Source: an optimization exercise on an open RTL-to-GDS flow (aim: small area, a short achievable clock period and few clock cycles per item). Production flows keep margins and buffers that such runs may drop. At most, simulation tests tie the RTL to the original design; equivalence was not proved. No activity file was given, so power comes from the tool's default toggle rates.

## mips_arith_top
module mips_arith_top (
   input  wire        clk,
   input  wire        arst_n,
   input  wire        inst_req,
   input  wire [31:0] inst,
   output wire        inst_ack,
   output wire        wb_req,
   output wire [4:0]  wb_dest,
   output wire [31:0] wb_value,
   input  wire        wb_ack,
   output wire        except
);
make LEC_CHECK=0 CAP_MARGIN=20 CORE_MARGIN=2 CORE_UTILIZATION=45 CTS_BUF_LIST=sky130_fd_sc_hd__clkbuf_8 PLACE_DENSITY=0.6 SETUP_SLACK_MARGIN=5 SLEW_MARGIN=20 finish   # period 8.0 ns
run.sh (not shown) runs the stock make flow with config.mk's settings and CLKGATE_MAP_FILE= SYNTH_SCRIPT=/design/flow/synth_recipe.tcl, a recipe that flattens the netlist after the stock synthesis.
Next try:
Settings changed: CTS_BUF_LIST sky130_fd_sc_hd__clkbuf_8 to not set, CTS_CLUSTER_DIAMETER set to 80, CTS_CLUSTER_SIZE set to 24, TNS_END_PERCENT set to 10.
The changed run finished with timing, DRC and antenna clean.
Final area came out lower by a few percent.
Setup slack got worse by 14 ps.
Count of clock-buffer cells in the layout goes down by 118.
Worst hold slack barely changes.
Wire length is lower by a few percent.
Final cell count came out lower by a few percent.
Power goes down by roughly a tenth.
Combinational power is lower by about a fifth.
Sequential share of layout area went up by 3.1 points.
Maximum frequency fell slightly.
Utilization falls by 2.7 points.
Next try:
Settings changed: CTS_CLUSTER_DIAMETER 80 to not set, CTS_CLUSTER_SIZE 24 to not set, TNS_END_PERCENT 10 to 3.
Register-to-register slack loses 90 ps.
Utilization rises by 1.5 points.
Worst hold slack hardly moves.
Sequential power barely changes.
Clock-buffer cell count came out higher by 75.
Synthesized cell count is unchanged.
Worst setup slack is worse by 88 ps.
Power goes up by 17%.
First-iteration DRC count rose by 1.5%.
Next try:
Settings changed: TNS_END_PERCENT 3 to 10.
Outcome:
- sequential power barely changes
- total power goes down by about 1.5%
- utilization stays flat
- via count stays flat
- die area does not change
- first-iteration DRC count goes down by about 5%
- final area is about the same
- worst setup slack improved by 87 ps
- clock-buffer cell count goes down by 9
- combinational power hardly moves
- worst hold slack got worse by 9.5 ps
Next try:
Settings changed: CTS_CLUSTER_DIAMETER set to 80, CTS_CLUSTER_SIZE set to 24, TNS_END_PERCENT 10 to not set.
The changed run produced a clean layout.
Global-route usage grows by 1.7 points.
Register-to-register slack is worse by 20 ps.
Combinational power rose by a quarter to a third.
Maximum frequency drops slightly.
Clock skew falls by 46 ps.
Power went down by roughly a tenth.
Worst setup slack gets worse by 17 ps.
Utilization drops by 0.16 points.
Hold slack gains 15 ps.
Cell count stays flat.
Routed wire length came out higher by a few percent.
No functional check of the RTL was part of any run of this note.

* * *

Setup of run 1:
Another version of the RTL of mips_arith_top (not shown whole).
For scale: roughly 1300 flip-flops, roughly 76 I/O pins, about 51000 um2 of cells after synthesis.
Settings: LEC_CHECK=0, CAP_MARGIN=20, CORE_MARGIN=2, CORE_UTILIZATION=40, CTS_CLUSTER_DIAMETER=80, CTS_CLUSTER_SIZE=24, PLACE_DENSITY=0.55, SETUP_SLACK_MARGIN=5, SLEW_MARGIN=20, TNS_END_PERCENT=10; clock period 8.0 ns.
Testbench counts of run 1, summed over its fixed seeds: cycles 4,824, insts 2,400.
diff inputs: run 1 => run 2
Settings: PLACE_DENSITY changed from 0.55 to 0.6; TNS_END_PERCENT changed from 10 to 20; CTS_CLUSTER_DIAMETER changed from 80 to 70; CTS_CLUSTER_SIZE changed from 24 to 28; CORE_UTILIZATION changed from 40 to 45.
--- outcome ---
The wire length on met3 in run 2 sits about 10% above the value recorded for run 1. Total power of run 2 is higher than that of run 1. Global-route wire length before repair: run 2 better than run 1. Going from run 1 to run 2, number of rows in the core area decreased about 5.4%, setup slack of the critical path after layout up 0.20 ns, area of the die went down by about 11%. reg2reg as the critical path class was reported by run 1, and reg2out by run 2.
For run 3, these inputs were changed with respect to run 2:
Settings: a change of CTS_CLUSTER_SIZE from 28 to 24; a change of CTS_CLUSTER_DIAMETER from 70 to 80; a change of TNS_END_PERCENT from 20 to 10.
Results
Lower power density over the cells goes to run 3 over run 2.
In terms of combinational share of power, run 3 and run 2 differ only marginally.
From run 2 to run 3 the numbers moved as follows: global-route usage barely changed, number of nets in the layout barely changed.
Run 3 and run 2 ended up with nearly the same first-pass GRT wire length.
Re pre-CTS worst setup slack: no difference whatsoever between run 2 and run 3.
Setup WNS run 2 -> run 3: worse
Comparing critical path depth for run 3 and run 2, the smaller number came from run 2.
Looking at highest metal layer with signal wires, the met4 result is from run 3; the met5 one comes from run 2.
Here is what was changed in the inputs of run 4 compared with run 3.
Settings: removing CTS_CLUSTER_DIAMETER (formerly 80); removing CTS_CLUSTER_SIZE (formerly 24); removing TNS_END_PERCENT (formerly 10).
Findings:
[compare] base=run 3 new=run 4: core utilization now larger, total power now larger, relative contribution of combinational cells to total power now larger, headroom to the max-slew limit now larger, worst hold slack now smaller.
Comparing run 3 with run 4, the number of buffers inserted by hold repair at cts came out essentially unchanged.
Going from run 3 to run 4, via count of the first global-routing pass grows by 1508.
Run 4 falls short of run 3 in global-route wire length before repair.
[run 4 vs run 3] worst endpoint required time: higher in run 4
Run 4: no failed stages, no open violations at the end

* * *

JK:
mips_arith_top, a different RTL version from the one above (not shown whole).
Size: ~1200 flip-flops, roughly 76 I/O pins.
Settings: LEC_CHECK=0, CAP_MARGIN=20, CORE_MARGIN=2, CORE_UTILIZATION=45, PLACE_DENSITY=0.6, SETUP_SLACK_MARGIN=4.5, SLEW_MARGIN=20; clock period 8.0 ns.
JK finished end to end and its layout was clean on timing, DRC and antenna.
Testbench counts of JK, summed over its fixed seeds: cycles 4,824, insts 2,400.
The inputs of MS differ from those of JK as listed below.
Settings: SETUP_SLACK_MARGIN changed from 4.5 to 5.
Findings:
- The count of TritonRoute iterations in the first routing pass in MS sits 2 above the value recorded for JK.
- Largest fanout on the critical path in MS is 30 lower than in JK
- Power per unit of standard cell area: MS vs JK down about 3%
- Of MS and JK, it is MS that has the lower sequential share of layout area.
- Compared with JK, MS shows final cell area excluding filler cells that has gone up by a few percent.
- Summary — initial antenna violation count, MS relative to JK: higher, by 9.
- MS does worse than JK on total design power.
- MS vs JK on wire length of the first global-routing pass: MS is the higher one.

-- port drivers added, routing unchanged --
The results above use ideal ports. As a check the final layouts listed here were re-extracted and re-timed, cells and wires unchanged. Step 1: set_driving_cell puts a clkbuf_16 on clk and a buf_2 on each other input, an assumption about the parent block. Step 2, shift: input delay + t, output delay - t, t = (earliest + latest rising clock arrival at the registers) / 2. This alone moves slack from input paths to output paths. Slacks: ideal ports / drivers / drivers and shift; pairs: ideal ports / drivers.
| run | shift t [ns] | slack for setup (ns) | worst hold slack (ns) | worst data-port slew with drivers (ns) | cell pins on the clock port's net |
|---|---|---|---|---|---|
| the first run of note 1 | 0.937 | 4.725 / 4.664 / 4.177 | 0.464 / 0.464 / 0.464 | 0.07 | 1 |
| the second run of note 1 | 0.797 | 4.710 / 4.660 / 4.082 | 0.465 / 0.465 / 0.465 | 0.05 | 1 |
| the third run of note 1 | 0.809 | 4.622 / 4.622 / 4.064 | 0.466 / 0.466 / 0.466 | 0.06 | 1 |
| the fourth run of note 1 | 0.810 | 4.709 / 4.652 / 4.074 | 0.456 / 0.456 / 0.456 | 0.06 | 1 |
| the fifth run of note 1 | 0.793 | 4.693 / 4.693 / 4.531 | 0.471 / 0.471 / 0.471 | 0.07 | 1 |
| run 1 | 0.737 | 4.528 / 4.528 / 4.438 | 0.453 / 0.453 / 0.453 | 0.05 | 1 |
| run 2 | 0.730 | 4.727 / 4.653 / 4.419 | 0.452 / 0.452 / 0.452 | 0.06 | 1 |
| run 3 | 0.729 | 4.708 / 4.642 / 4.448 | 0.449 / 0.449 / 0.449 | 0.06 | 1 |
| run 4 | 0.789 | 4.851 / 4.805 / 4.379 | 0.441 / 0.441 / 0.441 | 0.06 | 1 |
| JK | 0.796 | 4.546 / 4.472 / 3.970 | 0.421 / 0.421 / 0.421 | 0.05 | 1 |
| MS | 0.782 | 4.765 / 4.697 / 4.361 | 0.410 / 0.410 / 0.410 | 0.05 | 1 |
After both steps every run listed still meets setup and hold. The setup slack of the fourth run of note 1, which loses most, moves by -0.057 ns with the drivers and by -0.635 ns with both steps.
